Source: an optimization exercise on an open RTL-to-GDS flow (aim: small area and a short achievable clock period). Production flows keep margins and buffers that such runs may drop. Function was checked by simulation only, so behaviour that the tests miss may differ from the original. No activity file was given, so power comes from the tool's default toggle rates.

== build 90 ==
==> flow/design.v (excerpt) <==
module mem_stall_resp
#(
  parameter int unsigned DEPTH_LOG2 = 8,
  parameter int unsigned LATENCY    = 4
) (
  input  logic              clk,
  input  logic              rst,
  input  logic [mem_resp_pkg::ADDR_W-1:0] Addr,
  input  logic [mem_resp_pkg::DATA_W-1:0] DataIn,
  input  logic              Rd,
  input  logic              Wr,
  output logic [mem_resp_pkg::DATA_W-1:0] DataOut,
  output logic              Done,
  output logic              Stall,
  output logic              err
);
  localparam int unsigned W   = mem_resp_pkg::DATA_W;
  localparam int unsigned LL2 = mem_resp_pkg::LOOP_LEN_LOG2;
  logic [LL2:0] phase, phase_p1, phase_m1;
  always_ff @(posedge clk) phase <= phase_p1;
  assign phase_p1 = phase + (LL2+1)'(1);
  assign phase_m1 = phase - (LL2+1)'(1);
  logic       busy_q, last_q, done_q, err_q, busy_d;
  logic [1:0] cnt_q;   
  logic       legal, accept, commit;
  logic       busy_s_q, done_s_q, busy_r_q;
  logic                  op_wr_q;
  logic [LL2-1:0]        word_q, word_x;
  logic [7:0]            hi_q, lo_q, hi_a, lo_a;
  logic [W-1:0]          wdata_q;
  logic                  wb_load, wb_valid_q, wr_drain;
  logic                  drain_c_q, drain_v_q, drain_v_d;
  logic [7:0]            drain_hc_q, drain_hv_q;
  logic [LL2-1:0]        wb_word_q;
  logic [7:0]            wb_hi_q, wb_lo_q;
  logic [W-1:0]          wb_data_q;
  logic                  rd_here;
  logic [W-1:0]          rd_data, dout_q;
  assign legal   = (Rd ^ Wr) & ~Addr[0];
  assign accept  = ~busy_q & ~done_q & legal;
  assign busy_d  = accept | (busy_q & ~last_q);
  assign commit  = last_q & op_wr_q;
  assign wb_load = busy_q & (cnt_q == 2'd2) & op_wr_q;
  assign wr_drain = drain_c_q | drain_v_q;
  assign drain_v_d = (commit | wb_valid_q) & ~wr_drain & (wb_word_q == phase_p1[LL2-1:0]);
  always_comb begin
    for (int i = 0; i < 8; i++) begin
      hi_a[i] = (Addr[DEPTH_LOG2:DEPTH_LOG2-2] == 3'(i));
      lo_a[i] = (Addr[DEPTH_LOG2-3:LL2+1] == 3'(i));
    end
  end
  assign word_x  = busy_r_q ? word_q : Addr[LL2:1];
  assign rd_here = (word_x == phase_m1[LL2-1:0]);
  always_ff @(posedge clk or posedge rst) begin
    if (rst) begin
      busy_q     <= 1'b0;
      last_q     <= 1'b0;
      done_q     <= 1'b0;
  ...
Size in the first run: about 4300 flip-flops, roughly 55 I/O pins.
Settings: LEC_CHECK=0, CAP_MARGIN=20, CORE_MARGIN=2, CORE_UTILIZATION=70, CTS_BUF_LIST=sky130_fd_sc_hd__clkbuf_8 sky130_fd_sc_hd__clkbuf_16, CTS_CLUSTER_DIAMETER=66, CTS_CLUSTER_SIZE=33, GPL_ROUTABILITY_DRIVEN=0, PLACE_DENSITY=0.74, SETUP_SLACK_MARGIN=2.55, SLEW_MARGIN=20, SYNTH_HIERARCHICAL=1, SYNTH_MEMORY_MAX_BITS=8192, SYNTH_MINIMUM_KEEP_SIZE=0; clock period 5.0 ns.
standard.sh (not shown) runs the stock make flow with config.mk's settings and CLKGATE_MAP_FILE= SYNTH_SCRIPT=/design/flow/synth_recipe.tcl, a recipe that flattens the netlist after the stock synthesis.
==> flow/flow/run.sh <==
#!/bin/bash
# Layout flow: the standard flow (standard.sh, unchanged synthesis and
# steps), with the port buffers inserted as buf_2 cells instead of the
# default delay-cell buffers. The make output goes to standard_flow.log; ORFS
# keeps each step's log under orfs/logs.
set -euo pipefail
cd "$(dirname "$0")/.."
bash standard.sh "BUFFER_PORTS_ARGS=-buffer_cell sky130_fd_sc_hd__buf_2" finish > standard_flow.log 2>&1
Build 90 finished end to end and its layout was clean on timing, DRC and antenna.
> inputs changed (build 90 -> build 31)
--- a/flow/config.mk
+++ b/flow/config.mk
@@ -9,3 +9,3 @@
 export CORE_MARGIN = 2
-export CORE_UTILIZATION = 70
+export CORE_UTILIZATION = 75
 export CTS_BUF_LIST = sky130_fd_sc_hd__clkbuf_8 sky130_fd_sc_hd__clkbuf_16
@@ -13,4 +13,3 @@
 export CTS_CLUSTER_SIZE = 33
-export GPL_ROUTABILITY_DRIVEN = 0
-export PLACE_DENSITY = 0.74
+export PLACE_DENSITY = 0.79
 export SETUP_SLACK_MARGIN = 2.55
--- outcome ---
Utilization, build 90 and build 31: lower on build 90. Part of the cycle the worst path needs essentially unchanged between build 31 and build 90. Looking at build 90 and build 31, the multi-input logic portion of the cell area is a wash. [compare] base=build 90 new=build 31: power up 0.34%; final-layout worst hold slack barely changed; register share of the cell area higher.
[inputs] build 53 vs build 31
--- a/flow/config.mk
+++ b/flow/config.mk
@@ -9,7 +9,7 @@
 export CORE_MARGIN = 2
-export CORE_UTILIZATION = 75
+export CORE_UTILIZATION = 70
 export CTS_BUF_LIST = sky130_fd_sc_hd__clkbuf_8 sky130_fd_sc_hd__clkbuf_16
-export CTS_CLUSTER_DIAMETER = 66
-export CTS_CLUSTER_SIZE = 33
-export PLACE_DENSITY = 0.79
+export CTS_CLUSTER_DIAMETER = 60
+export CTS_CLUSTER_SIZE = 30
+export PLACE_DENSITY = 0.74
 export SETUP_SLACK_MARGIN = 2.55
Results
Combinational cell fraction of total power: lower on build 53. Global-route usage over all layers was lower in the run labelled build 53. Build 31 tops out at a lower clock frequency than build 53. Of build 31 and build 53, the lower core utilization belongs to build 53. Between build 53 and build 31, the worst hold slack after final layout does not differ in any meaningful way. Build 53 has more setup slack than build 31. Total power of the final layout: build 53 worse than build 31. Comparing the two runs side by side, build 53 comes out behind build 31 on final design area excluding fillers. Compared with build 31, build 53 shows a number of rows created at floorplan that is 5 higher.
### build 53 -> build 11
--- a/flow/config.mk
+++ b/flow/config.mk
@@ -11,7 +11,7 @@
 export CTS_BUF_LIST = sky130_fd_sc_hd__clkbuf_8 sky130_fd_sc_hd__clkbuf_16
-export CTS_CLUSTER_DIAMETER = 60
-export CTS_CLUSTER_SIZE = 30
+export CTS_CLUSTER_DIAMETER = 66
+export CTS_CLUSTER_SIZE = 33
 export PLACE_DENSITY = 0.74
-export SETUP_SLACK_MARGIN = 2.55
-export SLEW_MARGIN = 20
+export SETUP_SLACK_MARGIN = 2.45
+export SLEW_MARGIN = 40
 export SYNTH_HIERARCHICAL = 1
--- outcome ---
Power (build 11 vs. build 53) decreases slightly
Power drawn by the combinational cells ended up about 2% lower on build 11 than on build 53.
From build 11 to build 53, synthesized area did not move at all.
Number of setup buffers added after CTS on build 11 is down relative to build 53.
In the tables for build 53 and build 11, register fraction of the total cell area reads higher with build 11.
Reported for build 53 and build 11, post-synthesis sequential element count turned out identical to the last digit.

what the ideal ports hide:
The results above use ideal ports. As a check the final layouts listed here were re-extracted and re-timed, cells and wires unchanged. Step 1 sets driving cells, clkbuf_16 on the clock port and buf_2 on the other inputs (assumed; they add their load-dependent delay and slew). Step 2 adds t to the input delays and takes it off the output delays; t is the mean of the earliest and latest rising clock arrival at the registers after step 1. Input paths then give back, and output paths get back, about the clock's delay inside the block. Three values: ideal ports, drivers, drivers and shift; two values: the first two.
| run | t (ns) | setup WS [ns] | worst setup path at the end | clock arrival spread, ns | pins driven straight from the clock port |
|---|---|---|---|---|---|
| build 90 | 0.913 | 2.449 / 2.380 / 1.544 | input to register | 0.043 / 0.043 | 1 |
| build 31 | 0.886 | 2.442 / 2.425 / 1.539 | input to register | 0.030 / 0.030 | 1 |
| build 53 | 0.897 | 2.464 / 2.387 / 1.581 | input to register | 0.031 / 0.031 | 1 |
| build 11 | 0.917 | 2.322 / 2.308 / 1.391 | input to register | 0.036 / 0.036 | 1 |
After both steps every run listed still meets setup and hold. The setup slack of build 11, which loses most, moves by -0.014 ns with the drivers and by -0.931 ns with both steps.
